Context: an optimization exercise on an open-source flow, tuned for small area. The choices shown serve that exercise and are no tape-out recipe. The RTL was checked by simulation tests, not by an equivalence proof against the original design. Power figures rest on the tool's default switching activity, not on a simulated workload.

===== flow/design.v =====
package cpuTypesPkg;
  localparam int WORD_W = 32;
  localparam int REG_W  = 5;
  typedef logic [WORD_W-1:0] word_t;      
  typedef logic [REG_W-1:0]  regAddr_t;   
  typedef logic [5:0]        opcode_t;    
  typedef logic [5:0]        funct_t;     
  typedef logic [4:0]        shamt_t;     
  typedef logic [3:0]        aluOp_t;     
  localparam regAddr_t REG_RA = 5'd31;    
  localparam aluOp_t ALU_ADD  = 4'd0;
  localparam aluOp_t ALU_SUB  = 4'd1;
  localparam aluOp_t ALU_AND  = 4'd2;
  localparam aluOp_t ALU_OR   = 4'd3;
  localparam aluOp_t ALU_XOR  = 4'd4;
  localparam aluOp_t ALU_NOR  = 4'd5;
  localparam aluOp_t ALU_SLT  = 4'd6;
  localparam aluOp_t ALU_SLTU = 4'd7;
  localparam aluOp_t ALU_SLL  = 4'd8;
  localparam aluOp_t ALU_SRL  = 4'd9;
  localparam aluOp_t ALU_LUI  = 4'd10;
  localparam opcode_t OP_RTYPE = 6'h00;
  localparam opcode_t OP_J     = 6'h02;
  localparam opcode_t OP_JAL   = 6'h03;
  localparam opcode_t OP_BEQ   = 6'h04;
  localparam opcode_t OP_BNE   = 6'h05;
  localparam opcode_t OP_ADDIU = 6'h09;
  localparam opcode_t OP_SLTI  = 6'h0A;
  localparam opcode_t OP_ANDI  = 6'h0C;
  localparam opcode_t OP_ORI   = 6'h0D;
  localparam opcode_t OP_XORI  = 6'h0E;
  localparam opcode_t OP_LUI   = 6'h0F;
  localparam opcode_t OP_LW    = 6'h23;
  localparam opcode_t OP_SW    = 6'h2B;
  localparam funct_t FN_SLL  = 6'h00;
  localparam funct_t FN_SRL  = 6'h02;
  localparam funct_t FN_JR   = 6'h08;
  localparam funct_t FN_ADD  = 6'h20;
  localparam funct_t FN_ADDU = 6'h21;
  localparam funct_t FN_SUB  = 6'h22;
  localparam funct_t FN_SUBU = 6'h23;
  localparam funct_t FN_AND  = 6'h24;
  localparam funct_t FN_OR   = 6'h25;
  localparam funct_t FN_XOR  = 6'h26;
  localparam funct_t FN_NOR  = 6'h27;
  localparam funct_t FN_SLT  = 6'h2A;
  localparam funct_t FN_SLTU = 6'h2B;
  typedef struct packed {
    logic   regDst;     
    logic   regWen;
    logic   aluSrc;     
    logic   zeroExt;
    logic   shiftSel;   
    logic   memToReg;
    logic   dRen;
    logic   dWen;
    logic   branch;
    logic   bne;
    logic   jmp;
    logic   jl;
    logic   jmpReg;
    aluOp_t aluOp;
  } ctrl_t;
  typedef struct packed {
    ctrl_t ctrl;
    word_t instr;
    word_t pc;
    word_t incPc;
    word_t rdat1;
    word_t rdat2;
    word_t extendOut;
  } idEx_t;
endpackage
`timescale 1ns/1ns
module controlDecoder
(
  input  cpuTypesPkg::word_t instr,
  output logic               usePc
);
  cpuTypesPkg::opcode_t op;
  assign op    = instr[31:26];
  assign usePc = !op[5] && !op[4] && !op[3] && (op[2] ^ op[1]);
endmodule
`timescale 1ns/1ns
module registerFile
(
  input  logic     CLK,
  input  logic     nRST,
  input  logic     wbWen,
  input  cpuTypesPkg::regAddr_t wbReg,
  input  cpuTypesPkg::word_t    wbData,
  input  cpuTypesPkg::regAddr_t rs,
  input  cpuTypesPkg::regAddr_t rt,
  output cpuTypesPkg::word_t    rdat1,
  output cpuTypesPkg::word_t    rdat2
);
  logic [31:1][31:0] regs;
  logic [31:1]       we;
  logic [31:1]       valid;
  logic [31:1]       live;       
  logic [31:1]       selA;
  logic [31:1]       selB;
  logic              hitA;
  logic              hitB;
  genvar i;
  for (i = 1; i < 32; i++)
  begin : g_row
    assign we[i] = wbWen && (wbReg == i);
    always_ff @(posedge CLK)
    begin
      if (we[i])
        regs[i] <= wbData;
    end
    always_ff @(posedge CLK or negedge nRST)
    begin
      if (!nRST)
        valid[i] <= 1'b0;
      else if (we[i])
        valid[i] <= 1'b1;
    end
    assign live[i] = valid[i] && !we[i];
    assign selA[i] = live[i] && (rs == i);
    assign selB[i] = live[i] && (rt == i);
  end
  assign hitA = wbWen && (wbReg != '0) && (wbReg == rs);
  assign hitB = wbWen && (wbReg != '0) && (wbReg == rt);
  always_comb
  begin
    rdat1 = {32{hitA}} & wbData;
    rdat2 = {32{hitB}} & wbData;
    for (int k = 1; k < 32; k++)
    begin
      rdat1 = rdat1 | ({32{selA[k]}} & regs[k]);
      rdat2 = rdat2 | ({32{selB[k]}} & regs[k]);
    end
  end
endmodule
`timescale 1ns/1ns
module pipeRegIdEx
(
  input  logic        CLK,
  input  logic        nRST,
  input  logic        enable,
  input  logic        flush,
  input  logic [5:0]  opIn,
  input  logic [25:0] fieldsIn,
  input  logic        eqIn,
  input  cpuTypesPkg::word_t pIn,
  input  cpuTypesPkg::word_t qIn,
  output logic        valid,
  output logic [5:0]  op,
  output logic [25:0] fields,
  output logic        eq,
  output cpuTypesPkg::word_t p,
  output cpuTypesPkg::word_t q
);
  always_ff @(posedge CLK or negedge nRST)
  begin
    if (!nRST)
      valid <= 1'b0;                     
    else if (flush)
      valid <= 1'b0;                     
    else if (enable)
      valid <= 1'b1;
  end
  always_ff @(posedge CLK)
  begin
    if (enable)
    begin
      op     <= opIn;
      fields <= fieldsIn;
      eq     <= eqIn;
      p      <= pIn;
      q      <= qIn;
    end
  end
endmodule
`timescale 1ns/1ns
module executeStage
(
  input  logic        valid,
  input  logic [5:0]  op,
  input  logic [25:0] fields,
  input  logic        eq,
  input  cpuTypesPkg::word_t p,
  input  cpuTypesPkg::word_t q,
  output cpuTypesPkg::word_t    exResult,
  output cpuTypesPkg::word_t    storeData,
  output cpuTypesPkg::word_t    branchTarget,
  output cpuTypesPkg::regAddr_t destReg,
  output logic     regWen,
  output logic     memToReg,
  output logic     dRen,
  output logic     dWen,
  output logic     branchTaken
);
  logic [5:0]  fn;
  logic [15:0] imm;
  logic [4:0]  shamt;
  logic        isR;
  logic        rWen;
  logic        iWen;
  assign fn    = fields[5:0];
  assign imm   = fields[15:0];
  assign shamt = fields[10:6];
  assign isR   = (op == 6'h00);
  always_comb
  begin
    case (fn)
      6'h00, 6'h02, 6'h20, 6'h21, 6'h22, 6'h23,
      6'h24, 6'h25, 6'h26, 6'h27, 6'h2A, 6'h2B: rWen = 1'b1;
      default:                                  rWen = 1'b0;
    endcase
    case (op)
      6'h03, 6'h09, 6'h0A, 6'h0C, 6'h0D, 6'h0E, 6'h0F, 6'h23: iWen = 1'b1;
      default:                                                iWen = 1'b0;
    endcase
  end
  assign regWen      = valid && (isR ? rWen : iWen);
  assign dRen        = valid && (op == 6'h23);
  assign memToReg    = dRen;
  assign dWen        = valid && (op == 6'h2B);
  assign branchTaken = valid && ((isR && fn == 6'h08) || op == 6'h02 || op == 6'h03
                              || (op == 6'h04 && eq) || (op == 6'h05 && !eq));
  assign destReg = isR ? fields[15:11] :
                   (!op[5] && !op[3]) ? 5'd31 : fields[20:16];
  assign storeData = q;
  logic ySelQ, ySext, yZext, yLui, yBr, sub, four, sltSigned;
  cpuTypesPkg::word_t y;
  cpuTypesPkg::word_t yInv;
  assign ySelQ = isR && fn[5];                               
  assign ySext = !isR && (op[5] || (op[3] && !op[2]));        
  assign yZext = !op[5] && op[3] && op[2] && !(op[1] && op[0]);   
  assign yLui  = !op[5] && op[3] && op[2] && op[1] && op[0];
  assign yBr   = !op[5] && !op[3] && op[2];                  
  assign sub   = isR ? fn[1] : (op[3] && op[1] && !op[0]);    
  assign four  = !isR && !op[5] && !op[3];                    
  assign sltSigned = !(isR && fn[0]);
  assign y[1:0]   = ({2{ySelQ}} & q[1:0])   | ({2{ySext | yZext}} & imm[1:0]);
  assign y[15:2]  = ({14{ySelQ}} & q[15:2]) | ({14{ySext | yZext}} & imm[15:2])
                  | ({14{yBr}} & imm[13:0]);
  assign y[17:16] = ({2{ySelQ}} & q[17:16]) | ({2{ySext}} & {2{imm[15]}})
                  | ({2{yLui}} & imm[1:0]) | ({2{yBr}} & imm[15:14]);
  assign y[31:18] = ({14{ySelQ}} & q[31:18]) | ({14{ySext | yBr}} & {14{imm[15]}})
                  | ({14{yLui}} & imm[15:2]);
  assign yInv = y ^ {32{sub}};
  logic [34:0] sumX;
  logic [34:0] sumY;
  logic [34:0] sumS;
  cpuTypesPkg::word_t sum;
  logic lt;
  assign sumX = {sltSigned & p[31], p[31:2], 1'b1, p[1:0], 1'b1};
  assign sumY = {(sltSigned & y[31]) ^ sub, yInv[31:2], four, yInv[1:0], sub};
  assign sumS = sumX + sumY;
  assign sum  = {sumS[33:4], sumS[2:1]};
  assign lt   = sumS[34];
  logic [1:0] lsel;
  cpuTypesPkg::word_t logicOut;
  assign lsel = isR ? fn[1:0] : op[1:0];
  always_comb
  begin
    case (lsel)
      2'd0:    logicOut = p & y;
      2'd1:    logicOut = p | y;
      2'd2:    logicOut = p ^ y;
      default: logicOut = isR ? ~(p | y) : y;
    endcase
  end
  logic left;
  cpuTypesPkg::word_t shIn;
  cpuTypesPkg::word_t shR;
  cpuTypesPkg::word_t shOut;
  assign left = !fn[1];
  always_comb
  begin
    for (int k = 0; k < 32; k++)
      shIn[k] = left ? q[31-k] : q[k];
  end
  assign shR = shIn >> shamt;
  always_comb
  begin
    for (int k = 0; k < 32; k++)
      shOut[k] = left ? shR[31-k] : shR[k];
  end
  logic rShift, rLogic, rSlt, rSum;
  assign rShift = isR && !fn[5];
  assign rLogic = isR ? (fn[5] && fn[2]) : (op[3] && op[2]);
  assign rSlt   = isR ? (fn[5] && fn[3]) : (!op[5] && op[3] && !op[2] && op[1]);
  assign rSum   = !(rShift || rLogic || rSlt);
  assign exResult = ({32{rSum}}   & sum)
                  | ({32{rLogic}} & logicOut)
                  | ({32{rShift}} & shOut)
                  | {31'b0, rSlt & lt};
  logic jSel;
  assign jSel = !isR && !op[2];
  assign branchTarget = jSel ? {sum[31:28], fields[25:0], 2'b00} : sum;
endmodule
`timescale 1ns/1ns
module decodeExecute
(
  input  logic     CLK,
  input  logic     nRST,
  input  cpuTypesPkg::word_t    instr,
  input  cpuTypesPkg::word_t    pc,
  input  logic     enable,
  input  logic     flush,
  input  logic     wbWen,
  input  cpuTypesPkg::regAddr_t wbReg,
  input  cpuTypesPkg::word_t    wbData,
  output cpuTypesPkg::word_t    exResult,
  output cpuTypesPkg::regAddr_t destReg,
  output logic     regWen,
  output logic     memToReg,
  output logic     dRen,
  output logic     dWen,
  output cpuTypesPkg::word_t    storeData,
  output logic     branchTaken,
  output cpuTypesPkg::word_t    branchTarget
);
  cpuTypesPkg::word_t rdat1;
  cpuTypesPkg::word_t rdat2;
  logic               usePc;
  logic               exValid;
  logic [5:0]         exOp;
  logic [25:0]        exFields;
  logic               exEq;
  cpuTypesPkg::word_t exP;
  cpuTypesPkg::word_t exQ;
  controlDecoder i_controlDecoder (
    .instr (instr),
    .usePc (usePc)
  );
  registerFile i_registerFile (
    .CLK    (CLK),
    .nRST   (nRST),
    .wbWen  (wbWen),
    .wbReg  (wbReg),
    .wbData (wbData),
    .rs     (instr[25:21]),
    .rt     (instr[20:16]),
    .rdat1  (rdat1),
    .rdat2  (rdat2)
  );
  pipeRegIdEx i_pipeRegIdEx (
    .CLK      (CLK),
    .nRST     (nRST),
    .enable   (enable),
    .flush    (flush),
    .opIn     (instr[31:26]),
    .fieldsIn (instr[25:0]),
    .eqIn     (rdat1 == rdat2),
    .pIn      (usePc ? pc : rdat1),
    .qIn      (rdat2),
    .valid    (exValid),
    .op       (exOp),
    .fields   (exFields),
    .eq       (exEq),
    .p        (exP),
    .q        (exQ)
  );
  executeStage i_executeStage (
    .valid        (exValid),
    .op           (exOp),
    .fields       (exFields),
    .eq           (exEq),
    .p            (exP),
    .q            (exQ),
    .exResult     (exResult),
    .storeData    (storeData),
    .branchTarget (branchTarget),
    .destReg      (destReg),
    .regWen       (regWen),
    .memToReg     (memToReg),
    .dRen         (dRen),
    .dWen         (dWen),
    .branchTaken  (branchTaken)
  );
endmodule

===== flow/run.sh =====
#!/bin/bash
# synth_recipe.tcl (not shown) runs the flow's synth.tcl, then flattens the netlist and writes it again
# the make line also repeats each setting of config.mk as NAME=value (left out here)
make -C /OpenROAD-flow-scripts/flow DESIGN_CONFIG=/design/flow/config.mk WORK_HOME=/design/flow/orfs CLKGATE_MAP_FILE= SYNTH_SCRIPT=/design/flow/synth_recipe.tcl finish

===== flow/config.mk =====
export PLATFORM = sky130hd
export DESIGN_NAME = decodeExecute
export DESIGN_NICKNAME = decodeExecute
export VERILOG_FILES = /design/flow/design.v
export SDC_FILE = /design/flow/constraint.sdc
export NUM_CORES = 4
export LEC_CHECK = 0
export CAP_MARGIN = 20
export CORE_MARGIN = 2
export CORE_UTILIZATION = 40
export SLEW_MARGIN = 20

===== flow/constraint.sdc =====
create_clock -name core_clock -period 10.0 [get_ports {CLK}]
set_input_delay 2.0000 -clock core_clock [delete_from_list [all_inputs] [get_ports {CLK}]]
set_output_delay 2.0000 -clock core_clock [all_outputs]
set_load 0.01 [all_outputs]

==> results.cfg, run 1 <==
[die]
ios = 212
fp-row-count = 137
start_util_pct = 40.4
die_h_um = 379
core_um2 = 140000
die_width_um = 379
die_area_um2 = 144000

[place]
hpwl_um = 188000
place_area_um2 = 62400
routabilityCongestion = 1.06
port_buffers = 211
dp_cells = 6537

[yosys]
synth_edf_count = 1089
synthMuxAreaShare_pct = 2.99
synth.top_cell.area_share_pct = 58.0
synth_area_leader_cell = edfxtp_1
ys_async_sr_fraction_pct = 2.85
synthTopCellsByCount = 1089 x edfxtp_1, 377 x a22oi_1, 335 x nand3_1
synth_simple_gate_area_share_pct = 10.8
seq_area_frac_synth_pct = 59.4
synth_top_flop_cell = edfxtp_1
syn-num-nets = 4723
synth.avg_cell_area_um2 = 12.5
synth_most_common_cell = edfxtp_1
synth_xor_area_share_pct = 1.72
mappedNetlistArea_um2 = 56400
synth.top_cells.by_area = edfxtp_1 58%, a22oi_1 5.0%, a221oi_1 3.3%
synthAdderAreaFrac_pct = 2.13
synth_cells = 4521
synth_cell_type_count = 84
synth_top_family_by_area = compound AO/OA/AOI/OAI gates
synth-seq-cells = 1121
synth_compound_area_share_pct = 19.7
synth_warnings = 3

[outcome]
status = no timing/DRC/antenna violations

[route]
drc = 0
final_antenna_net_count = 0
drt_wl_total_um = 301000
vias = 51072
vias_per_cell = 7.53
dr.pass1.iters = 10
drt_first_iter_violations = 11232
wire_per_inst_um = 44.3

[timing]
min_period_ns = 9.15
final_hold_viol_count = 0
clock_skew_ns = 0.0672
maxSlewHeadroom_pct = 13.6
finalCritPeriodShare_pct = 91.5
report.final.slew_viol_count = 0
rsz0062_at_grt = no
setup_viol = 0
max_slew.worst_pin.slew_ns = 1.29
fmax_ghz = 0.109
tns_ns = 0

[grt]
grt_usage_pct = 40.8
grt_max_degree = 76
gr-total-overflow = 0
grt_pass1_wl_um = 398000
grt_pass1_vias = 47009
antenna_found_initial = 22

[cts]
clockBufferDepth = 3
clk_pin_slew_ns = 0.07
clk-insertion-delay-late_ns = 0.81
cts_tree = yes
cts_setup_buffers = 0
cts_hold_buffers = 0
htree_num_levels = 3
cts_root_buf = clkbuf_16
postCtsResizedCells = 0
cts_sinks = 1121
cts_made_buffers = 115

[power]
leakage_nw = 22.0
combPwrFrac_pct = 17.8
switching_power_mw = 3.52
total_power_mw = 12.2
seq_power_share_pct = 44.4
p_int_mw = 8.68
p_clk_share_pct = 37.9
p_sw_share_pct = 28.9
peakVddDrop_mv = 0.151
power_density_nw_per_um2 = 184

[worst_setup_path]
critPathKind = register to output port
endpoint_kind = output port
worstPathMaxFanout = 19
critPathArrivalTime_ns = 7.15
cp.required_ns = 8.00
cp-start-kind = register

[layout]
drive_above_1_share_pct = 14.1
nNetsFinal = 4981
syn_to_final_growth_pct = 18.0
fin_area_um2 = 66500
finalNonFillerCells = 6781
fill_cells = 12339
fin_util_pct = 47.6

[hold_path]
hp-class = register to register

[job]
cap_violations = 0
layout make-up:
class	count	area, µm²	share of cell area, %
diodes	25	62.6	0.0941
clock buffers	136	3000	4.51
clock inverters	82	1020	1.53
inverters	116	438	0.659
multi-input cells	2947	22000	33.1
flip-flops and latches	1121	33500	50.4
well taps	1876	2350	3.53
repair buffers	478	4130	6.22
per-layer routing:
| layer | wire length (µm) | track usage [%] | part of all wire [%] |
|---|---|---|---|
| met2 | 122000 | 57.6 | 41 |
| met1 | 97000 | 47.4 | 32 |
| met5 | 174 | 0.480 | 0.058 |
| met3 | 52200 | 19.8 | 17 |
| met4 | 29400 | 31.2 | 9.8 |
cell families after synthesis:
| logic type | Yosys count |
|---|---|
| compound gates | 1404 |
| buf+inv | 453 |
| xor+xnor | 111 |
| simple gates | 1213 |
| fa+ha+maj | 96 |
| flops | 1121 |
| mux | 123 |
critical path, cell delays in order (launching register included):
cell	delay (ns)
edfxtp_1	0.70
nor4_1	0.81
and3_1	0.63
buf_4	0.38
nand2_1	0.10
nand2_1	0.15
xnor2_1	0.09
ha_1	0.41
a21o_1	0.19
a21o_1	0.18
a21o_1	0.18
a221oi_1	0.27
o21ai_0	0.17
buf_4	0.19
a211oi_1	0.57
o21ai_0	0.25
xnor2_1	0.21
o21ai_0	0.28
clkdlybuf4s50_1	0.61
flip-flops by register name (all words and copies together), names as in the netlist:
register,count
i_pipeRegIdEx.eq,1
i_registerFile.regs,992
i_pipeRegIdEx.q,32
i_pipeRegIdEx.valid,1
i_registerFile.valid,31
i_pipeRegIdEx.p,32
i_pipeRegIdEx.fields,26
i_pipeRegIdEx.op,6
power groups by stage:
stage / clock, mW / combinational [mW] / sequential [mW]
final: 4.62 / 2.17 / 5.42
after global routing: 4.78 / 2.24 / 5.42
after CTS: 4.60 / 2.07 / 5.41
after detailed placement: 0 / 2.06 / 5.51
after global placement: 0 / 2.07 / 5.51
after floorplan: 0 / 1.06 / 5.42
metrics by stage:
stage	setup WS (ns)	hold slack, ns
6_report	0.851	0.551
5_1_grt	0.414	0.615
4_1_cts	0.926	0.554
3_5_place_dp	1.73	0.535
3_3_place_gp	1.76	0.532
2_1_floorplan	3.21	0.436
cell usage in the layout, fill, tap and decap left out, types with 96 or more instances in the layout:
cell / count
clkbuf_16: 117
a22o_1: 180
clkdlybuf4s50_1: 209
ha_1: 96
edfxtp_1: 1089
nand3_1: 335
inv_1: 107
buf_4: 266
nand4_1: 185
nor2_1: 191
nand2_1: 259
a21oi_1: 111
a22oi_1: 376
o21ai_0: 100
a221oi_1: 213
final timing paths:
path	start	endpoint	slack (ns)	cells after the start
setup / recovery	i_pipeRegIdEx.op[1]	exResult[0]	0.85	18
hold / removal	i_registerFile.valid[28]	i_registerFile.valid[28]	0.55	2
setup reg to reg	i_registerFile.valid[14]	i_pipeRegIdEx.eq	4.73	11
hold reg to reg	i_registerFile.valid[28]	i_registerFile.valid[28]	0.55	2
max in group asynchronous	nRST	i_registerFile.valid[17]	7.80	1
min in group asynchronous	nRST	i_registerFile.valid[14]	1.39	1
==> inputs of run 2 (changes only) <==
--- a/flow/design.v
+++ b/flow/design.v
@@ -124,16 +124,57 @@
   end
   assign hitA = wbWen && (wbReg != '0) && (wbReg == rs);
   assign hitB = wbWen && (wbReg != '0) && (wbReg == rt);
-  always_comb
-  begin
-    rdat1 = {32{hitA}} & wbData;
-    rdat2 = {32{hitB}} & wbData;
-    for (int k = 1; k < 32; k++)
-    begin
-      rdat1 = rdat1 | ({32{selA[k]}} & regs[k]);
-      rdat2 = rdat2 | ({32{selB[k]}} & regs[k]);
-    end
+  readPort i_readA (.regs (regs), .sel (selA), .hit (hitA), .wbData (wbData), .rdat (rdat1));
+  readPort i_readB (.regs (regs), .sel (selB), .hit (hitB), .wbData (wbData), .rdat (rdat2));
+endmodule
+module readPort
+(
+  input  logic [31:1][31:0] regs,
+  input  logic [31:1]       sel,
+  input  logic              hit,
+  input  cpuTypesPkg::word_t wbData,
+  output cpuTypesPkg::word_t rdat
+);
+  logic [10:0][31:0] grpN;        
+  genvar g;
+  for (g = 0; g < 10; g++)
+  begin : g_grp
+    aoi222 i_aoi (
+      .a0 (regs[3*g+1]), .s0 (sel[3*g+1]),
+      .a1 (regs[3*g+2]), .s1 (sel[3*g+2]),
+      .a2 (regs[3*g+3]), .s2 (sel[3*g+3]),
+      .y  (grpN[g])
+    );
   end
+  aoi22 i_aoiLast (
+    .a0 (regs[31]), .s0 (sel[31]),
+    .a1 (wbData),   .s1 (hit),
+    .y  (grpN[10])
+  );
+  assign rdat = ~(grpN[0] & grpN[1] & grpN[2] & grpN[3] & grpN[4] & grpN[5]
+                & grpN[6] & grpN[7] & grpN[8] & grpN[9] & grpN[10]);
+endmodule
+module aoi222
+(
+  input  cpuTypesPkg::word_t a0,
+  input  logic               s0,
+  input  cpuTypesPkg::word_t a1,
+  input  logic               s1,
+  input  cpuTypesPkg::word_t a2,
+  input  logic               s2,
+  output cpuTypesPkg::word_t y
+);
+  assign y = ~(({32{s0}} & a0) | ({32{s1}} & a1) | ({32{s2}} & a2));
+endmodule
+module aoi22
+(
+  input  cpuTypesPkg::word_t a0,
+  input  logic               s0,
+  input  cpuTypesPkg::word_t a1,
+  input  logic               s1,
+  output cpuTypesPkg::word_t y
+);
+  assign y = ~(({32{s0}} & a0) | ({32{s1}} & a1));
 endmodule
 `timescale 1ns/1ns
 module pipeRegIdEx
@@ -196,14 +237,12 @@
 );
   logic [5:0]  fn;
   logic [15:0] imm;
-  logic [4:0]  shamt;
   logic        isR;
   logic        rWen;
   logic        iWen;
-  assign fn    = fields[5:0];
-  assign imm   = fields[15:0];
-  assign shamt = fields[10:6];
-  assign isR   = (op == 6'h00);
+  assign fn  = fields[5:0];
+  assign imm = fields[15:0];
+  assign isR = (op == 6'h00);
   always_comb
   begin
     case (fn)
@@ -226,16 +265,27 @@
                    (!op[5] && !op[3]) ? 5'd31 : fields[20:16];
   assign storeData = q;
   logic ySelQ, ySext, yZext, yLui, yBr, sub, four, sltSigned;
-  cpuTypesPkg::word_t y;
-  cpuTypesPkg::word_t yInv;
-  assign ySelQ = isR && fn[5];                               
+  logic rShR, rShL, rSum, rSlt, rLui, mNor, mPr, mG;
+  assign ySelQ = isR && fn[5];                                
   assign ySext = !isR && (op[5] || (op[3] && !op[2]));        
   assign yZext = !op[5] && op[3] && op[2] && !(op[1] && op[0]);   
   assign yLui  = !op[5] && op[3] && op[2] && op[1] && op[0];
-  assign yBr   = !op[5] && !op[3] && op[2];                  
-  assign sub   = isR ? fn[1] : (op[3] && op[1] && !op[0]);    
+  assign yBr   = !op[5] && !op[3] && op[2];                   
+  assign sub   = isR ? (fn[1] && !fn[2]) : (!op[5] && op[3] && !op[2] && op[1]);   
   assign four  = !isR && !op[5] && !op[3];                    
   assign sltSigned = !(isR && fn[0]);
+  logic lgR, lgI;
+  assign lgR  = isR && fn[5] && fn[2];                        
+  assign lgI  = !op[5] && op[3] && op[2];                     
+  assign rShR = isR && !fn[5] && fn[1];
+  assign rShL = isR && !fn[5] && !fn[1];
+  assign rSlt = isR ? (fn[5] && fn[3]) : (!op[5] && op[3] && !op[2] && op[1]);
+  assign rSum = !(rShR || rShL || lgR || lgI || rSlt);
+  assign rLui = lgI && op[1] && op[0];
+  assign mG   = (lgR && !fn[1]) || (lgI && !op[1]);           
+  assign mPr  = (lgR && (fn[1] ^ fn[0])) || (lgI && (op[1] ^ op[0]));   
+  assign mNor = lgR && fn[1] && fn[0];
+  cpuTypesPkg::word_t y;
   assign y[1:0]   = ({2{ySelQ}} & q[1:0])   | ({2{ySext | yZext}} & imm[1:0]);
   assign y[15:2]  = ({14{ySelQ}} & q[15:2]) | ({14{ySext | yZext}} & imm[15:2])
                   | ({14{yBr}} & imm[13:0]);
@@ -243,57 +293,96 @@
                   | ({2{yLui}} & imm[1:0]) | ({2{yBr}} & imm[15:14]);
   assign y[31:18] = ({14{ySelQ}} & q[31:18]) | ({14{ySext | yBr}} & {14{imm[15]}})
                   | ({14{yLui}} & imm[15:2]);
-  assign yInv = y ^ {32{sub}};
-  logic [34:0] sumX;
-  logic [34:0] sumY;
-  logic [34:0] sumS;
+  logic [34:0] ax;
+  logic [34:0] ay;
+  logic [34:0] pr;
+  logic [34:0] g;
+  logic [34:0] c;                   
+  logic [34:0] s;
+  assign ax = {sltSigned & p[31], p[31:2], 1'b1, p[1:0], 1'b1};
+  assign ay = {(sltSigned & y[31]) ^ sub, y[31:2] ^ {30{sub}}, four, y[1:0] ^ {2{sub}}, sub};
+  assign pr = ax ^ ay;
+  assign g  = ax & ay;
+  prefixCarry i_prefixCarry (
+    .g  (g),
+    .pr (pr),
+    .c  (c)
+  );
+  assign s = pr ^ {c[33:0], 1'b0};
   cpuTypesPkg::word_t sum;
-  logic lt;
-  assign sumX = {sltSigned & p[31], p[31:2], 1'b1, p[1:0], 1'b1};
-  assign sumY = {(sltSigned & y[31]) ^ sub, yInv[31:2], four, yInv[1:0], sub};
-  assign sumS = sumX + sumY;
-  assign sum  = {sumS[33:4], sumS[2:1]};
-  assign lt   = sumS[34];
-  logic [1:0] lsel;
-  cpuTypesPkg::word_t logicOut;
-  assign lsel = isR ? fn[1:0] : op[1:0];
-  always_comb
-  begin
-    case (lsel)
-      2'd0:    logicOut = p & y;
-      2'd1:    logicOut = p | y;
-      2'd2:    logicOut = p ^ y;
-      default: logicOut = isR ? ~(p | y) : y;
-    endcase
-  end
-  logic left;
-  cpuTypesPkg::word_t shIn;
+  cpuTypesPkg::word_t lpr;
+  cpuTypesPkg::word_t lg;
+  assign sum = {s[33:4], s[2:1]};
+  assign lpr = {pr[33:4], pr[2:1]};
+  assign lg  = {g[33:4], g[2:1]};
   cpuTypesPkg::word_t shR;
-  cpuTypesPkg::word_t shOut;
-  assign left = !fn[1];
+  cpuTypesPkg::word_t shRev;
+  shifter i_shifter (
+    .q      (q),
+    .right  (fn[1]),
+    .amount (fields[10:6]),
+    .shR    (shR),
+    .shRev  (shRev)
+  );
+  assign exResult = ({32{rSum}} & sum)
+                  | ({32{mG}}   & lg)
+                  | ({32{mPr}}  & lpr)
+                  | ({32{mNor}} & ~(lpr | lg))
+                  | ({32{rLui}} & {y[31:16], 16'h0000})
+                  | ({32{rShR}} & shR)
+                  | ({32{rShL}} & shRev)
+                  | {31'b0, rSlt & s[34]};
+  logic jSel;
+  assign jSel = !isR && !op[2];
+  assign branchTarget = jSel ? {sum[31:28], fields[25:0], 2'b00} : sum;
+endmodule
+module prefixCarry
+(
+  input  logic [34:0] g,
+  input  logic [34:0] pr,
+  output logic [34:0] c
+);
+  logic [34:0] gg;
+  logic [34:0] pp;
   always_comb
   begin
-    for (int k = 0; k < 32; k++)
-      shIn[k] = left ? q[31-k] : q[k];
+    gg = g;
+    pp = pr;
+    for (int d = 1; d < 35; d = d * 2)
+      for (int i = 2 * d - 1; i < 35; i = i + 2 * d)
+      begin
+        gg[i] = gg[i] | (pp[i] & gg[i-d]);
+        pp[i] = pp[i] & pp[i-d];
+      end
+    for (int d = 16; d >= 1; d = d / 2)
+      for (int i = 3 * d - 1; i < 35; i = i + 2 * d)
+      begin
+        gg[i] = gg[i] | (pp[i] & gg[i-d]);
+        pp[i] = pp[i] & pp[i-d];
+      end
+    c = gg;
   end
-  assign shR = shIn >> shamt;
+endmodule
+module shifter
+(
+  input  cpuTypesPkg::word_t q,
+  input  logic               right,
+  input  logic [4:0]         amount,
+  output cpuTypesPkg::word_t shR,
+  output cpuTypesPkg::word_t shRev
+);
+  cpuTypesPkg::word_t qRev;
+  cpuTypesPkg::word_t shIn;
   always_comb
   begin
     for (int k = 0; k < 32; k++)
-      shOut[k] = left ? shR[31-k] : shR[k];
+    begin
+      qRev[k]  = q[31-k];
+      shRev[k] = shR[31-k];
+    end
   end
-  logic rShift, rLogic, rSlt, rSum;
-  assign rShift = isR && !fn[5];
-  assign rLogic = isR ? (fn[5] && fn[2]) : (op[3] && op[2]);
-  assign rSlt   = isR ? (fn[5] && fn[3]) : (!op[5] && op[3] && !op[2] && op[1]);
-  assign rSum   = !(rShift || rLogic || rSlt);
-  assign exResult = ({32{rSum}}   & sum)
-                  | ({32{rLogic}} & logicOut)
-                  | ({32{rShift}} & shOut)
-                  | {31'b0, rSlt & lt};
-  logic jSel;
-  assign jSel = !isR && !op[2];
-  assign branchTarget = jSel ? {sum[31:28], fields[25:0], 2'b00} : sum;
+  assign shIn = right ? q : qRev;
+  assign shR  = shIn >> amount;
 endmodule
 `timescale 1ns/1ns
 module decodeExecute
--- a/flow/config.mk
+++ b/flow/config.mk
@@ -7,5 +7,10 @@
 export LEC_CHECK = 0
 export CAP_MARGIN = 20
 export CORE_MARGIN = 2
-export CORE_UTILIZATION = 40
+export CORE_UTILIZATION = 55
+export CTS_BUF_LIST = sky130_fd_sc_hd__clkbuf_16
+export CTS_CLUSTER_DIAMETER = 80
+export CTS_CLUSTER_SIZE = 25
 export SLEW_MARGIN = 20
+export SYNTH_HIERARCHICAL = 1
+export SYNTH_MINIMUM_KEEP_SIZE = 0
==> results.cfg, run 2 <==
[outcome]
status = no timing/DRC/antenna violations

[grt]
grt_usage_pct = 41.9
gr-total-overflow = 0
grt_pass1_vias = 38947
grt_max_degree = 68
antenna_found_initial = 22
grt_pass1_wl_um = 293000

[place]
hpwl_um = 136000
routabilityCongestion = 0.998
port_buffers = 211

[power]
power_density_nw_per_um2 = 172
total_power_mw = 10.1
leakage_nw = 19.3
peakVddDrop_mv = 0.159

[die]
fp-row-count = 114
die_width_um = 317
start_util_pct = 55.6
die_h_um = 317
core_um2 = 96900
ios = 212
die_area_um2 = 100000

[cts]
clk_pin_slew_ns = 0.10
cts_made_buffers = 58
postCtsResizedCells = 0
cts_sinks = 1121
cts_tree = yes
cts_hold_buffers = 0
cts_setup_buffers = 0
cts_root_buf = clkbuf_16
htree_num_levels = 2
clk-insertion-delay-late_ns = 0.77
clockBufferDepth = 3

[worst_setup_path]
critPathKind = register to output port
cp.required_ns = 8.00
cp-start-kind = register
worstPathMaxFanout = 30
rrSetupSlack_ns = 5.60
endpoint_kind = output port
critPathArrivalTime_ns = 7.56

[route]
vias_per_cell = 8.05
drc = 0
drt_wl_total_um = 215000
dr.pass1.iters = 11
vias = 41021
drt_first_iter_violations = 9745
final_antenna_net_count = 0
wire_per_inst_um = 42.1

[layout]
layout_common_cells = 1089 x edfxtp_1, 645 x a222oi_1, 207 x clkdlybuf4s50_1, 163 x buf_4, 145 x nand2_1
drive_above_1_share_pct = 13.0
fill_cells = 7353
reg.largest.list = i_registerFile.regs x992, i_pipeRegIdEx.p x32, i_pipeRegIdEx.q x32
syn_to_final_growth_pct = 8.72
final_common_cell = edfxtp_1
largest_register_ffs = 992
largest_register = i_registerFile.regs
nNetsFinal = 3931

[yosys]
synth.avg_cell_area_um2 = 14.6
syn-num-nets = 3857
synth_cells = 3678
synth_warnings = 11
mappedNetlistArea_um2 = 53800

[timing]
min_period_ns = 9.56
rsz0062_at_grt = no
max_slew.worst_pin.slew_ns = 1.14
setup_viol = 0
maxSlewHeadroom_pct = 23.7
report.final.slew_viol_count = 0
tns_ns = 0
finalCritPeriodShare_pct = 95.6
clock_skew_ns = 0.0978
fmax_ghz = 0.105
final_hold_viol_count = 0

[job]
cap_violations = 0

[hold_path]
hp-class = register to register
run 2: cell types whose count changed in the layout (fill, tap and decap cells not counted), sizes merged, moves of 52 or more:
cell,change
a221oi,-197
nand2,-113
a2111oi,-73
or3,+52
a222oi,+616
nand3,-250
a211oi,-89
a21oi,-72
nor2,-104
a22o,-174
clkbuf,-78
buf,-103
a22oi,-272
run 2: metrics by stage:
| stage | worst slack, ns | hold WS (ns) | utilization [%] | cell area, µm² | std cells |
|---|---|---|---|---|---|
| final | 0.439 | 0.472 | 60.4 | 58500 | 5094 |
| after global routing | 0.101 | 0.482 | 60.4 | 58500 | 5082 |
| after CTS | 0.544 | 0.473 | 60.4 | 58500 | 5078 |
| after detailed placement | 1.36 | 0.449 | 58.4 | 56600 | 4968 |
| after global placement | 1.36 | 0.446 | 58.4 | 56600 | 4968 |
| after floorplan | 3.91 | 0.430 | - | 53800 | 3678 |
run 2: final timing paths:
kind                                                 end  cells past startpoint                      from
worst max-delay path                         exResult[0]                     18       i_pipeRegIdEx.op[2]
worst min-delay path            i_registerFile.valid[17]                      1  i_registerFile.valid[17]
worst max register to register          i_pipeRegIdEx.eq                     10   i_registerFile.valid[2]
worst min register to register  i_registerFile.valid[17]                      1  i_registerFile.valid[17]
max in group asynchronous       i_registerFile.valid[31]                      2                      nRST
min in group asynchronous       i_registerFile.valid[27]                      2                      nRST
run 2: report_power, final:
| group | switching [mW] | internal [mW] |
|---|---|---|
| sequential | 0.143 | 5.29 |
| combinational | 1.15 | 0.698 |
| clock | 1.62 | 1.17 |
| total | 2.91 | 7.16 |
run 2: metal layers:
| metal | track usage [%] | share of wire, % | vias up |
|---|---|---|---|
| met5 | 0 | 0.064 | - |
| met1 | 53.2 | 33 | 20180 |
| met4 | 28.9 | 7.9 | 22 |
| met3 | 11.1 | 15 | 756 |
| met2 | 63.0 | 45 | 3941 |
| li1 | - | - | 16122 |
run 2: cell type report:
cell class                      count  area, µm²  share of cell area [%]
Multi-Input combinational cell   2134      17900                    30.6
Timing Repair Buffer              373       3310                    5.66
Inverter                           64        245                   0.419
Sequential cell                  1121      33500                    57.2
Clock buffer                       58       1450                    2.48
Tap cell                         1276       1600                    2.73
Clock inverter                     52        492                   0.840
Antenna cell                       16       40.0                  0.0684
run 2: critical path, stage by stage (launching register included):
cell and delay (ns):
edfxtp_1 1.07, nor2_1 0.26, nand2_2 0.36, o32a_2 0.96, buf_4 0.42, xnor2_2 0.17
inv_2 0.04, ha_1 0.35, and4_1 0.26, a221oi_1 0.34, nand3_1 0.41, a22oi_1 0.71
a31oi_1 0.20, xnor2_1 0.18, o22ai_1 0.17, a21oi_1 0.06, o32a_1 0.21, nand2_1 0.06
clkdlybuf4s50_1 0.55
==> inputs of run 3 (changes only) <==
==> flow/flow/run.sh (new file) <==
#!/bin/bash
# The standard ORFS layout (standard.sh, standard synthesis unchanged) with two
# settings changed: ports are buffered with buf_1 instead of the default buffer, and
# clock tree synthesis inserts no dummy loads. Each tool's output is in
# orfs/logs/...; make's own output goes to flow_make.log in the work folder.
set -euo pipefail
export BUFFER_PORTS_ARGS="-buffer_cell sky130_fd_sc_hd__buf_1"
export CTS_ARGS="-sink_clustering_enable -repair_clock_nets -buf_list sky130_fd_sc_hd__clkbuf_16 -sink_clustering_size 25 -sink_clustering_max_diameter 80 -dont_use_dummy_load"
bash standard.sh > flow_make.log 2>&1
==> flow/standard.sh (new file) <==
#!/bin/bash
# synth_recipe.tcl (not shown) runs the flow's synth.tcl, then flattens the netlist and writes it again
# the make line also repeats each setting of config.mk as NAME=value (left out here)
make -C /OpenROAD-flow-scripts/flow DESIGN_CONFIG=/design/flow/config.mk WORK_HOME=/design/flow/orfs CLKGATE_MAP_FILE= SYNTH_SCRIPT=/design/flow/synth_recipe.tcl "${@:-finish}"
removed: flow/run.sh
==> results.cfg, run 3 <==
[worst_setup_path]
path_delay_family = compound AO/OA/AOI/OAI gates
critPathArrivalTime_ns = 6.89
critPathKind = register to output port
cp.required_ns = 8.00
worst-path-buf-inv = 4
cp_cell_sequence = inv_1 > ha_1 > nor3b_4 > nand2_2 > o32a_2 > buf_4 > xnor2_2 > inv_2 > ha_1 > a21oi_1 > nand2_1 > a221oi_1 > nand3_1 > a22oi_1 > a31oi_1 > xnor2_1 > o22ai_1 > a21oi_1 > o32a_1 > nand2_1 > buf_1
worstPathMaxFanout = 22
cp-start-kind = register
endpoint_kind = output port
crit_slowest_cell = o32a_2
slowest_delay_ns = 0.78

[die]
start_util_pct = 55.6
die_area_um2 = 100000
die_width_um = 317
die_h_um = 317
ios = 212
fp-row-count = 114
core_um2 = 96900

[timing]
tns_ns = 0
maxSlewHeadroom_pct = 29.6
fmax_ghz = 0.112
setup_viol = 0
finalCritPeriodShare_pct = 88.9
rsz0062_at_grt = no
setup_slack_ns = 1.11
final_hold_viol_count = 0
min_period_ns = 8.89
report.final.slew_viol_count = 0
max_slew.worst_pin.slew_ns = 1.06
clock_skew_ns = 0.137

[grt]
grt_max_degree = 73
grt_usage_pct = 42.3
antenna_found_initial = 15
grt_pass1_vias = 38629
grt_pass1_wl_um = 296000
gr-total-overflow = 0

[layout]
nNetsFinal = 3924
largest_register_ffs = 992
largest_register = i_registerFile.regs
fill_cells = 7539
multi_input_area_um2 = 17900
syn_to_final_growth_pct = 5.24
area.sequential_um2 = 33500
reg.largest.list = i_registerFile.regs x992, i_pipeRegIdEx.p x32, i_pipeRegIdEx.q x32
final_common_cell = edfxtp_1
layout_common_cells = 1089 x edfxtp_1, 645 x a222oi_1, 209 x buf_1, 156 x buf_4, 145 x nand2_1
drive_above_1_share_pct = 12.5

[route]
drt_wl_total_um = 216000
vias = 40970
drt_first_iter_violations = 9749
vias_per_cell = 8.15
drc = 0
dr.pass1.iters = 10
final_antenna_net_count = 0
wire_per_inst_um = 43.0

[yosys]
mappedNetlistArea_um2 = 53800
syn-num-nets = 3857
synth_cells = 3678
synth_warnings = 11
synth.avg_cell_area_um2 = 14.6

[place]
port_buffers = 211
routabilityCongestion = 0.995
place_ws_ns = 1.90
hpwl_um = 131000

[cts]
cts_sinks = 1121
clk-insertion-delay-late_ns = 0.76
cts_tree = yes
cts_setup_buffers = 0
postCtsResizedCells = 0
clk_pin_slew_ns = 0.09
cts_root_buf = clkbuf_16
cts_made_buffers = 57
htree_num_levels = 2
cts_hold_buffers = 0
clockBufferDepth = 3

[power]
power_density_nw_per_um2 = 169
peakVddDrop_mv = 0.130
leakage_nw = 18.4

[outcome]
status = no timing/DRC/antenna violations

[job]
cap_violations = 0

[hold_path]
hp-class = register to register
run 3: area by class of cell:
cell class | instances | area share, %
Sequential cell | 1121 | 59.1
Inverter | 64 | 0.433
Clock buffer | 57 | 2.52
Multi-Input combinational cell | 2134 | 31.6
Tap cell | 1276 | 2.82
Antenna cell | 9 | 0.0397
Timing Repair Buffer | 367 | 3.47
run 3: per-layer routing:
metal / GRT usage [%] / share of wire, % / vias up
li1: - / - / 16062
met1: 54.0 / 33 / 20221
met2: 62.8 / 43 / 3912
met4: 27.4 / 8.0 / 12
met3: 13.0 / 15 / 763
met5: 0 / 0.035 / -
run 3: worst paths after layout:
kind	from	to	slack, ns	cells after the start
worst max-delay path	i_pipeRegIdEx.op[0]	exResult[0]	1.11	21
worst min-delay path	i_registerFile.valid[6]	i_registerFile.valid[6]	0.47	1
worst min register to register	i_registerFile.valid[6]	i_registerFile.valid[6]	0.47	1
worst max register to register	i_registerFile.valid[2]	i_pipeRegIdEx.eq	5.68	10
max in group asynchronous	nRST	i_registerFile.valid[25]	7.90	1
min in group asynchronous	nRST	i_registerFile.valid[7]	1.45	1
run 3: power by group:
part	internal (mW)	total [mW]	switching [mW]
clock network	1.01	2.46	1.46
logic	0.546	1.70	1.15
registers	5.29	5.42	0.131
run 3: metrics by stage:
step           instances  cell area, µm²  power, mW  hold slack (ns)  utilization (%)
5_1_grt             5019           56600       9.82            0.481             58.5
2_1_floorplan       3678           53800       6.46            0.430                -
4_1_cts             5019           56600       9.51            0.472             58.5
3_3_place_gp        4962           55200       7.14            0.444             57.0
3_5_place_dp        4962           55200       7.16            0.447             57.0
6_report            5028           56700       9.58            0.472             58.5
==> inputs of run 4 (changes only) <==
--- a/flow/design.v
+++ b/flow/design.v
@@ -75,11 +75,13 @@
 module controlDecoder
 (
   input  cpuTypesPkg::word_t instr,
-  output logic               usePc
+  output logic               usePc,
+  output logic               useRs
 );
   cpuTypesPkg::opcode_t op;
   assign op    = instr[31:26];
   assign usePc = !op[5] && !op[4] && !op[3] && (op[2] ^ op[1]);
+  assign useRs = !usePc && !(op[3] && op[2] && op[1] && op[0]);    
 endmodule
 `timescale 1ns/1ns
 module registerFile
@@ -257,15 +259,15 @@
   end
   assign regWen      = valid && (isR ? rWen : iWen);
   assign dRen        = valid && (op == 6'h23);
-  assign memToReg    = dRen;
   assign dWen        = valid && (op == 6'h2B);
   assign branchTaken = valid && ((isR && fn == 6'h08) || op == 6'h02 || op == 6'h03
                               || (op == 6'h04 && eq) || (op == 6'h05 && !eq));
+  assign storeData = q;
+  assign memToReg  = dRen;
   assign destReg = isR ? fields[15:11] :
                    (!op[5] && !op[3]) ? 5'd31 : fields[20:16];
-  assign storeData = q;
   logic ySelQ, ySext, yZext, yLui, yBr, sub, four, sltSigned;
-  logic rShR, rShL, rSum, rSlt, rLui, mNor, mPr, mG;
+  logic rShR, rShL, rSum, rSlt, mNor, mPr, mG;
   assign ySelQ = isR && fn[5];                                
   assign ySext = !isR && (op[5] || (op[3] && !op[2]));        
   assign yZext = !op[5] && op[3] && op[2] && !(op[1] && op[0]);   
@@ -276,39 +278,54 @@
   assign sltSigned = !(isR && fn[0]);
   logic lgR, lgI;
   assign lgR  = isR && fn[5] && fn[2];                        
-  assign lgI  = !op[5] && op[3] && op[2];                     
+  assign lgI  = !op[5] && op[3] && op[2] && !(op[1] && op[0]);   
   assign rShR = isR && !fn[5] && fn[1];
   assign rShL = isR && !fn[5] && !fn[1];
   assign rSlt = isR ? (fn[5] && fn[3]) : (!op[5] && op[3] && !op[2] && op[1]);
   assign rSum = !(rShR || rShL || lgR || lgI || rSlt);
-  assign rLui = lgI && op[1] && op[0];
   assign mG   = (lgR && !fn[1]) || (lgI && !op[1]);           
   assign mPr  = (lgR && (fn[1] ^ fn[0])) || (lgI && (op[1] ^ op[0]));   
   assign mNor = lgR && fn[1] && fn[0];
   cpuTypesPkg::word_t y;
-  assign y[1:0]   = ({2{ySelQ}} & q[1:0])   | ({2{ySext | yZext}} & imm[1:0]);
-  assign y[15:2]  = ({14{ySelQ}} & q[15:2]) | ({14{ySext | yZext}} & imm[15:2])
-                  | ({14{yBr}} & imm[13:0]);
-  assign y[17:16] = ({2{ySelQ}} & q[17:16]) | ({2{ySext}} & {2{imm[15]}})
-                  | ({2{yLui}} & imm[1:0]) | ({2{yBr}} & imm[15:14]);
-  assign y[31:18] = ({14{ySelQ}} & q[31:18]) | ({14{ySext | yBr}} & {14{imm[15]}})
-                  | ({14{yLui}} & imm[15:2]);
-  logic [34:0] ax;
-  logic [34:0] ay;
+  operandY i_operandY (
+    .q     (q),
+    .imm   (imm),
+    .ySelQ (ySelQ),
+    .ySext (ySext),
+    .yZext (yZext),
+    .yLui  (yLui),
+    .yBr   (yBr),
+    .y     (y)
+  );
+  logic [34:34] ax;
+  logic [34:34] ay;
   logic [34:0] pr;
   logic [34:0] g;
   logic [34:0] c;                   
   logic [34:0] s;
-  assign ax = {sltSigned & p[31], p[31:2], 1'b1, p[1:0], 1'b1};
-  assign ay = {(sltSigned & y[31]) ^ sub, y[31:2] ^ {30{sub}}, four, y[1:0] ^ {2{sub}}, sub};
-  assign pr = ax ^ ay;
-  assign g  = ax & ay;
+  logic [31:0] prBits;
+  logic [31:0] gBits;
+  propGen i_propGen (
+    .x   (p),
+    .y   (y),
+    .sub (sub),
+    .pr  (prBits),
+    .g   (gBits)
+  );
+  assign ax[34] = sltSigned & p[31];
+  assign ay[34] = (sltSigned & y[31]) ^ sub;
+  assign pr = {ax[34] ^ ay[34], prBits[31:2], !four, prBits[1:0], !sub};
+  assign g  = {ax[34] & ay[34], gBits[31:2],  four,  gBits[1:0],  sub};
   prefixCarry i_prefixCarry (
     .g  (g),
     .pr (pr),
     .c  (c)
   );
-  assign s = pr ^ {c[33:0], 1'b0};
+  sumXor i_sumXor (
+    .pr (pr),
+    .c  ({c[33:0], 1'b0}),
+    .s  (s)
+  );
   cpuTypesPkg::word_t sum;
   cpuTypesPkg::word_t lpr;
   cpuTypesPkg::word_t lg;
@@ -324,17 +341,101 @@
     .shR    (shR),
     .shRev  (shRev)
   );
-  assign exResult = ({32{rSum}} & sum)
-                  | ({32{mG}}   & lg)
-                  | ({32{mPr}}  & lpr)
-                  | ({32{mNor}} & ~(lpr | lg))
-                  | ({32{rLui}} & {y[31:16], 16'h0000})
-                  | ({32{rShR}} & shR)
-                  | ({32{rShL}} & shRev)
-                  | {31'b0, rSlt & s[34]};
+  cpuTypesPkg::word_t resultOut;
+  resultMux i_resultMux (
+    .sum   (sum),
+    .lpr   (lpr),
+    .lg    (lg),
+    .shR   (shR),
+    .shRev (shRev),
+    .rSum  (rSum),
+    .mG    (mG),
+    .mPr   (mPr),
+    .mNor  (mNor),
+    .rShR  (rShR),
+    .rShL  (rShL),
+    .out   (resultOut)
+  );
+  assign exResult = {resultOut[31:1], resultOut[0] | (rSlt & s[34])};
   logic jSel;
   assign jSel = !isR && !op[2];
-  assign branchTarget = jSel ? {sum[31:28], fields[25:0], 2'b00} : sum;
+  targetMux i_targetMux (
+    .sum    (sum),
+    .jt     (fields[25:0]),
+    .selJ   (jSel),
+    .target (branchTarget)
+  );
+endmodule
+module operandY
+(
+  input  cpuTypesPkg::word_t q,
+  input  logic [15:0]        imm,
+  input  logic               ySelQ,
+  input  logic               ySext,
+  input  logic               yZext,
+  input  logic               yLui,
+  input  logic               yBr,
+  output cpuTypesPkg::word_t y
+);
+  assign y[1:0]   = ({2{ySelQ}} & q[1:0])   | ({2{ySext | yZext}} & imm[1:0]);
+  assign y[15:2]  = ({14{ySelQ}} & q[15:2]) | ({14{ySext | yZext}} & imm[15:2])
+                  | ({14{yBr}} & imm[13:0]);
+  assign y[17:16] = ({2{ySelQ}} & q[17:16]) | ({2{ySext}} & {2{imm[15]}})
+                  | ({2{yLui}} & imm[1:0]) | ({2{yBr}} & imm[15:14]);
+  assign y[31:18] = ({14{ySelQ}} & q[31:18]) | ({14{ySext | yBr}} & {14{imm[15]}})
+                  | ({14{yLui}} & imm[15:2]);
+endmodule
+module propGen
+(
+  input  cpuTypesPkg::word_t x,
+  input  cpuTypesPkg::word_t y,
+  input  logic               sub,
+  output cpuTypesPkg::word_t pr,
+  output cpuTypesPkg::word_t g
+);
+  cpuTypesPkg::word_t yInv;
+  assign yInv = y ^ {32{sub}};
+  assign pr   = x ^ yInv;
+  assign g    = x & yInv;
+endmodule
+module sumXor
+(
+  input  logic [34:0] pr,
+  input  logic [34:0] c,
+  output logic [34:0] s
+);
+  assign s = pr ^ c;
+endmodule
+module resultMux
+(
+  input  cpuTypesPkg::word_t sum,
+  input  cpuTypesPkg::word_t lpr,
+  input  cpuTypesPkg::word_t lg,
+  input  cpuTypesPkg::word_t shR,
+  input  cpuTypesPkg::word_t shRev,
+  input  logic               rSum,
+  input  logic               mG,
+  input  logic               mPr,
+  input  logic               mNor,
+  input  logic               rShR,
+  input  logic               rShL,
+  output cpuTypesPkg::word_t out
+);
+  assign out = ({32{rSum}}  & sum)
+             | ({32{mG}}    & lg)
+             | ({32{mPr}}   & lpr)
+             | ({32{mNor}}  & ~(lpr | lg))
+             | ({32{rShR}}  & shR)
+             | ({32{rShL}}  & shRev);
+endmodule
+module targetMux
+(
+  input  cpuTypesPkg::word_t sum,
+  input  logic [25:0]        jt,
+  input  logic               selJ,
+  output cpuTypesPkg::word_t target
+);
+  assign target = selJ ? {sum[31:28], jt, 2'b00} : sum;
 endmodule
 module prefixCarry
 (
@@ -372,7 +473,7 @@
   output cpuTypesPkg::word_t shRev
 );
   cpuTypesPkg::word_t qRev;
-  cpuTypesPkg::word_t shIn;
+  logic [5:0][31:0]   st;         
   always_comb
   begin
     for (int k = 0; k < 32; k++)
@@ -381,8 +482,67 @@
       shRev[k] = shR[31-k];
     end
   end
-  assign shIn = right ? q : qRev;
-  assign shR  = shIn >> amount;
+  shiftStageRev i_rev (.a (qRev),  .sel (right),     .y (st[0]));
+  shiftStage1   i_s0  (.a (st[0]), .sel (amount[0]), .y (st[1]));
+  shiftStage2   i_s1  (.a (st[1]), .sel (amount[1]), .y (st[2]));
+  shiftStage4   i_s2  (.a (st[2]), .sel (amount[2]), .y (st[3]));
+  shiftStage8   i_s3  (.a (st[3]), .sel (amount[3]), .y (st[4]));
+  shiftStage16  i_s4  (.a (st[4]), .sel (amount[4]), .y (st[5]));
+  assign shR = st[5];
+endmodule
+module shiftStageRev
+(
+  input  cpuTypesPkg::word_t a,
+  input  logic               sel,
+  output cpuTypesPkg::word_t y
+);
+  cpuTypesPkg::word_t aRev;
+  always_comb
+  begin
+    for (int k = 0; k < 32; k++)
+      aRev[k] = a[31-k];
+  end
+  assign y = ~(sel ? aRev : a);
+endmodule
+module shiftStage1
+(
+  input  cpuTypesPkg::word_t a,
+  input  logic               sel,
+  output cpuTypesPkg::word_t y
+);
+  assign y = ~(sel ? {{1{1'b1}}, a[31:1]} : a);
+endmodule
+module shiftStage2
+(
+  input  cpuTypesPkg::word_t a,
+  input  logic               sel,
+  output cpuTypesPkg::word_t y
+);
+  assign y = ~(sel ? {{2{1'b0}}, a[31:2]} : a);
+endmodule
+module shiftStage4
+(
+  input  cpuTypesPkg::word_t a,
+  input  logic               sel,
+  output cpuTypesPkg::word_t y
+);
+  assign y = ~(sel ? {{4{1'b1}}, a[31:4]} : a);
+endmodule
+module shiftStage8
+(
+  input  cpuTypesPkg::word_t a,
+  input  logic               sel,
+  output cpuTypesPkg::word_t y
+);
+  assign y = ~(sel ? {{8{1'b0}}, a[31:8]} : a);
+endmodule
+module shiftStage16
+(
+  input  cpuTypesPkg::word_t a,
+  input  logic               sel,
+  output cpuTypesPkg::word_t y
+);
+  assign y = ~(sel ? {{16{1'b1}}, a[31:16]} : a);
 endmodule
 `timescale 1ns/1ns
 module decodeExecute
@@ -409,6 +569,7 @@
   cpuTypesPkg::word_t rdat1;
   cpuTypesPkg::word_t rdat2;
   logic               usePc;
+  logic               useRs;
   logic               exValid;
   logic [5:0]         exOp;
   logic [25:0]        exFields;
@@ -417,7 +578,8 @@
   cpuTypesPkg::word_t exQ;
   controlDecoder i_controlDecoder (
     .instr (instr),
-    .usePc (usePc)
+    .usePc (usePc),
+    .useRs (useRs)
   );
   registerFile i_registerFile (
     .CLK    (CLK),
@@ -438,7 +600,7 @@
     .opIn     (instr[31:26]),
     .fieldsIn (instr[25:0]),
     .eqIn     (rdat1 == rdat2),
-    .pIn      (usePc ? pc : rdat1),
+    .pIn      (({32{usePc}} & pc) | ({32{useRs}} & rdat1)),
     .qIn      (rdat2),
     .valid    (exValid),
     .op       (exOp),
==> results.cfg, run 4 <==
[timing]
final_hold_viol_count = 0
max_slew.worst_pin.slew_ns = 1.00
rsz0062_at_grt = no
maxSlewHeadroom_pct = 31.4
clock_skew_ns = 0.0764
tns_ns = 0
setup_viol = 0
fmax_ghz = 0.120
report.final.slew_viol_count = 0
finalCritPeriodShare_pct = 83.0
min_period_ns = 8.30

[layout]
nNetsFinal = 3659
syn_to_final_growth_pct = 4.81
final_common_cell = edfxtp_1
drive_above_1_share_pct = 11.4
fin_util_pct = 58.1
layout_common_cells = 1089 x edfxtp_1, 645 x a222oi_1, 209 x buf_1, 162 x mux2i_1, 152 x buf_4
reg.largest.list = i_registerFile.regs x992, i_pipeRegIdEx.p x32, i_pipeRegIdEx.q x32
largest_register = i_registerFile.regs
largest_register_ffs = 992
finalNonFillerCells = 4783

[grt]
grt_pass1_vias = 37443
antenna_found_initial = 15
gr-total-overflow = 0
grt_usage_pct = 42.0
grt_max_degree = 70
grt_pass1_wl_um = 288000

[cts]
cts_root_buf = clkbuf_16
postCtsResizedCells = 0
clockBufferDepth = 3
htree_num_levels = 2
cts_sinks = 1121
clk_pin_slew_ns = 0.08
cts_hold_buffers = 0
cts_made_buffers = 54
cts_setup_buffers = 0
clk-insertion-delay-late_ns = 0.73
cts_tree = yes

[route]
final_antenna_net_count = 0
drt_wl_total_um = 211000
dr.pass1.iters = 13
drc = 0
drt_first_iter_violations = 9842
vias = 39072
vias_per_cell = 8.17
wire_per_inst_um = 44.0

[worst_setup_path]
critPathArrivalTime_ns = 6.30
ff2ff_path_depth = 10
reg2reg_to = i_pipeRegIdEx.eq
endpoint_kind = output port
cp.required_ns = 8.00
critPathKind = register to output port
worstPathMaxFanout = 24
cp-start-kind = register
reg2reg_from = i_registerFile.valid[7]
rrSetupSlack_ns = 6.00

[place]
routabilityCongestion = 0.960
dp_cells = 4721
hpwl_um = 127000
port_buffers = 211

[die]
die_area_um2 = 98100
fp-row-count = 113
core_um2 = 94900
die_h_um = 313
ios = 212
start_util_pct = 55.4
die_width_um = 313

[hold_path]
hp-start = i_registerFile.valid[11]
hp-class = register to register
hold_path_depth = 1
hold_end = i_registerFile.valid[11]

[yosys]
syn-num-nets = 3590
mappedNetlistArea_um2 = 52600
synth.avg_cell_area_um2 = 15.3
synth_cells = 3443
synth_warnings = 12

[job]
cap_violations = 0

[power]
total_power_mw = 9.45
leakage_nw = 18.1
peakVddDrop_mv = 0.139
power_density_nw_per_um2 = 172

[outcome]
status = no timing/DRC/antenna violations
## run 4: how the worst max path moves through the flow
stage	start	end
floorplan	i_pipeRegIdEx.op[1]	exResult[28]
global placement	i_pipeRegIdEx.op[1]	exResult[28]
detailed placement	i_pipeRegIdEx.op[1]	exResult[28]
CTS	i_pipeRegIdEx.op[1]	exResult[28]
global route	i_pipeRegIdEx.op[1]	exResult[28]
finish	i_pipeRegIdEx.op[1]	exResult[28]
## run 4: cell type report
class / instances / area [µm²]
fillers: 7404 / 39800
multi-input cells: 1961 / 16600
inverters: 10 / 37.5
well taps: 1265 / 1580
clock buffers: 54 / 1350
diodes: 8 / 20.0
repair buffers: 364 / 1970
flip-flops and latches: 1121 / 33500
## run 4: layer usage
| layer | GRT usage [%] | wire [µm] |
|---|---|---|
| met5 | 0 | 86 |
| met2 | 63.1 | 92500 |
| met1 | 53.7 | 69900 |
| met3 | 11.4 | 31200 |
| met4 | 28.0 | 16900 |
## run 4: power breakdown
group / switching [mW] / internal [mW] / total [mW]
Clock: 1.43 / 0.961 / 2.40
Sequential: 0.140 / 5.29 / 5.43
Combinational: 1.11 / 0.513 / 1.63
## run 4: worst max-delay path, cell delays in order, from the launching register on
cell,delay (ns)
edfxtp_1,0.46
inv_1,0.18
ha_1,0.27
nand3_1,0.47
o21ai_4,0.95
xor2_1,0.16
ha_1,0.42
a21oi_1,0.18
o21ai_0,0.17
a221oi_1,0.42
nand3_1,0.36
a31oi_1,0.54
o21bai_1,0.17
xor2_1,0.20
a222oi_1,0.38
nand2_1,0.14
buf_1,0.15
## run 4: stage by stage
stage	instance area, µm²	setup slack, ns	hold WS (ns)
floorplan	52600	4.11	0.430
global placement	53700	2.62	0.447
detailed placement	53700	2.46	0.448
CTS	55100	1.78	0.464
global route	55100	1.36	0.475
finish	55100	1.70	0.463
==> inputs of run 5 (changes only) <==
--- a/flow/flow/run.sh
+++ b/flow/flow/run.sh
@@ -5,5 +5,5 @@
 # orfs/logs/...; make's own output goes to flow_make.log in the work folder.
 set -euo pipefail
 export BUFFER_PORTS_ARGS="-buffer_cell sky130_fd_sc_hd__buf_1"
-export CTS_ARGS="-sink_clustering_enable -repair_clock_nets -buf_list sky130_fd_sc_hd__clkbuf_16 -sink_clustering_size 25 -sink_clustering_max_diameter 80 -dont_use_dummy_load"
+export CTS_ARGS="-sink_clustering_enable -repair_clock_nets -buf_list sky130_fd_sc_hd__clkbuf_8 -sink_clustering_size 16 -sink_clustering_max_diameter 70 -dont_use_dummy_load"
 bash standard.sh > flow_make.log 2>&1
==> results.cfg, run 5 <==
[outcome]
status = no timing/DRC/antenna violations

[yosys]
syn-num-nets = 3590
synth_cells = 3443
synth_warnings = 12
mappedNetlistArea_um2 = 52600
synth.avg_cell_area_um2 = 15.3

[worst_setup_path]
cp_cell_sequence = inv_1 > ha_1 > nand3_1 > o21ai_4 > xor2_1 > ha_1 > a21oi_1 > o21ai_0 > a221oi_1 > nand3_1 > a31oi_1 > o21bai_1 > xor2_1 > a222oi_1 > nand2_1 > buf_1
worst-path-buf-inv = 2
path_delay_family = compound AO/OA/AOI/OAI gates
endpoint_kind = output port
critPathArrivalTime_ns = 6.42
critPathKind = register to output port
cp.required_ns = 8.00
slowest_delay_ns = 0.94
crit_slowest_cell = o21ai_4
worstPathMaxFanout = 24
cp-start-kind = register

[cts]
htree_num_levels = 3
clk-insertion-delay-late_ns = 0.80
cts_root_buf = clkbuf_8
cts_tree = yes
cts_sinks = 1121
cts_made_buffers = 83
clk_pin_slew_ns = 0.10
postCtsResizedCells = 0
clockBufferDepth = 3
cts_setup_buffers = 0
cts_hold_buffers = 0

[layout]
largest_register = i_registerFile.regs
final_common_cell = edfxtp_1
nNetsFinal = 3688
fin_area_um2 = 54900
reg.largest.list = i_registerFile.regs x992, i_pipeRegIdEx.p x32, i_pipeRegIdEx.q x32
largest_register_ffs = 992
fill_cells = 7452
layout_common_cells = 1089 x edfxtp_1, 645 x a222oi_1, 209 x buf_1, 162 x mux2i_1, 152 x buf_4
syn_to_final_growth_pct = 4.43
finalNonFillerCells = 4816
drive_above_1_share_pct = 12.2

[place]
dp_cells = 4721
port_buffers = 211
place_area_um2 = 53700
hpwl_um = 127000
routabilityCongestion = 0.960

[power]
peakVddDrop_mv = 0.125
leakage_nw = 18.1
power_density_nw_per_um2 = 168
total_power_mw = 9.24

[timing]
max_slew.worst_pin.slew_ns = 1.07
tns_ns = 0
clock_skew_ns = 0.0877
final_hold_viol_count = 0
finalCritPeriodShare_pct = 84.2
rsz0062_at_grt = no
setup_viol = 0
fmax_ghz = 0.119
worst_hold_slack_ns = 0.470
report.final.slew_viol_count = 0
maxSlewHeadroom_pct = 28.6
min_period_ns = 8.42

[grt]
grt_pass1_vias = 37671
gr-total-overflow = 0
antenna_found_initial = 17
grt_usage_pct = 42.3
grt_pass1_wl_um = 290000
grt_max_degree = 70

[die]
die_area_um2 = 98100
die_width_um = 313
core_um2 = 94900
ios = 212
start_util_pct = 55.4
fp-row-count = 113
die_h_um = 313

[route]
vias = 39320
drt_wl_total_um = 212000
final_antenna_net_count = 0
vias_per_cell = 8.16
met1_length_um = 70100
dr.pass1.iters = 13
top_layer = met5
drc = 0
drt_first_iter_violations = 10082
wl_met2_um = 92900
wire_per_inst_um = 43.9
wl_met3_um = 31100

[job]
cap_violations = 0

[hold_path]
hp-class = register to register
[run 5: changes by cell type in the layout (fill, tap and decap cells not counted)]
cell | before | now
clkbuf_16 | 54 | 0
diode_2 | 8 | 12
clkbuf_8 | 0 | 83
[run 5: layout make-up]
| type | count | area [µm²] | share of cell area [%] |
|---|---|---|---|
| multi-input combinational | 1961 | 16600 | 30.3 |
| timing repair buffer | 364 | 1970 | 3.58 |
| antenna | 12 | 30.0 | 0.0547 |
| sequential | 1121 | 33500 | 61.0 |
| clock buffer | 83 | 1140 | 2.08 |
| tap | 1265 | 1580 | 2.88 |
| inverter | 10 | 37.5 | 0.0684 |
[run 5: worst paths after layout]
| check | slack [ns] | to | start | depth (start not counted) |
|---|---|---|---|---|
| max | 1.58 | exResult[28] | i_pipeRegIdEx.op[1] | 16 |
| max in group asynchronous | 7.99 | i_registerFile.valid[25] | nRST | 1 |
| max reg2reg | 5.97 | i_pipeRegIdEx.eq | i_registerFile.valid[7] | 10 |
| min reg2reg | 0.47 | i_registerFile.valid[31] | i_registerFile.valid[31] | 1 |
| min in group asynchronous | 1.32 | i_pipeRegIdEx.valid | nRST | 1 |
| min | 0.47 | i_registerFile.valid[31] | i_registerFile.valid[31] | 1 |
[run 5: report_power, final]
group	switching, mW	internal [mW]	leakage, nW
combinational	1.11	0.513	7.20
clock	1.44	0.744	0.597
sequential	0.140	5.29	10.3
[run 5: through the flow]
stage / utilization (%) / setup slack [ns]
3_3_place_gp: 56.6 / 2.62
6_report: 57.9 / 1.58
5_1_grt: 57.8 / 1.22
4_1_cts: 57.8 / 1.60
2_1_floorplan: - / 4.11
3_5_place_dp: 56.6 / 2.46
[run 5: worst register-to-register path, cell delays in order, from the launching register on]
cell	delay [ns]
dfrtp_1	0.40
o21ai_0	0.15
nor3_2	0.20
buf_4	0.33
a222oi_1	0.51
nand4_1	0.49
or3_1	0.63
xor2_1	0.20
nor4_1	0.66
nand4_1	0.17
nor2_1	0.13
[run 5: layer usage]
layer | GRT usage, % | up-vias
li1 | - | 15337
met1 | 53.9 | 19472
met2 | 63.6 | 3760
met3 | 11.4 | 741
met4 | 28.3 | 10
met5 | 0 | -

[static timing again, ports no longer ideal]
No port has a modelled driver above. Below, the same layouts with a new extraction and two added sets of constraints.
Step 1, drivers: a clkbuf_16 drives CLK and a buf_2 each remaining input, both assumed.
Step 2 adds t to the input delays and takes it off the output delays; t is the mean of the earliest and latest rising clock arrival at the registers after step 1. Input paths then give back, and output paths get back, about the clock's delay inside the block.
Slacks: no drivers / after step 1 / after step 2; pairs: no drivers / after step 1.
| run | t (ns) | setup WS [ns] | worst register clock-pin slew, ns | worst slew at a driven data input, ns |
|---|---|---|---|---|
| run 1 | 0.845 | 0.851 / 0.774 / 1.163 | 0.07 / 0.07 | 0.13 |
| run 2 | 0.799 | 0.439 / 0.364 / 1.163 | 0.11 / 0.11 | 0.17 |
| run 3 | 0.763 | 1.107 / 1.033 / 1.796 | 0.11 / 0.11 | 0.20 |
| run 4 | 0.748 | 1.699 / 1.628 / 2.376 | 0.11 / 0.11 | 0.12 |
| run 5 | 0.836 | 1.583 / 1.509 / 2.344 | 0.11 / 0.11 | 0.13 |
After both steps setup and hold are still met in every run listed.
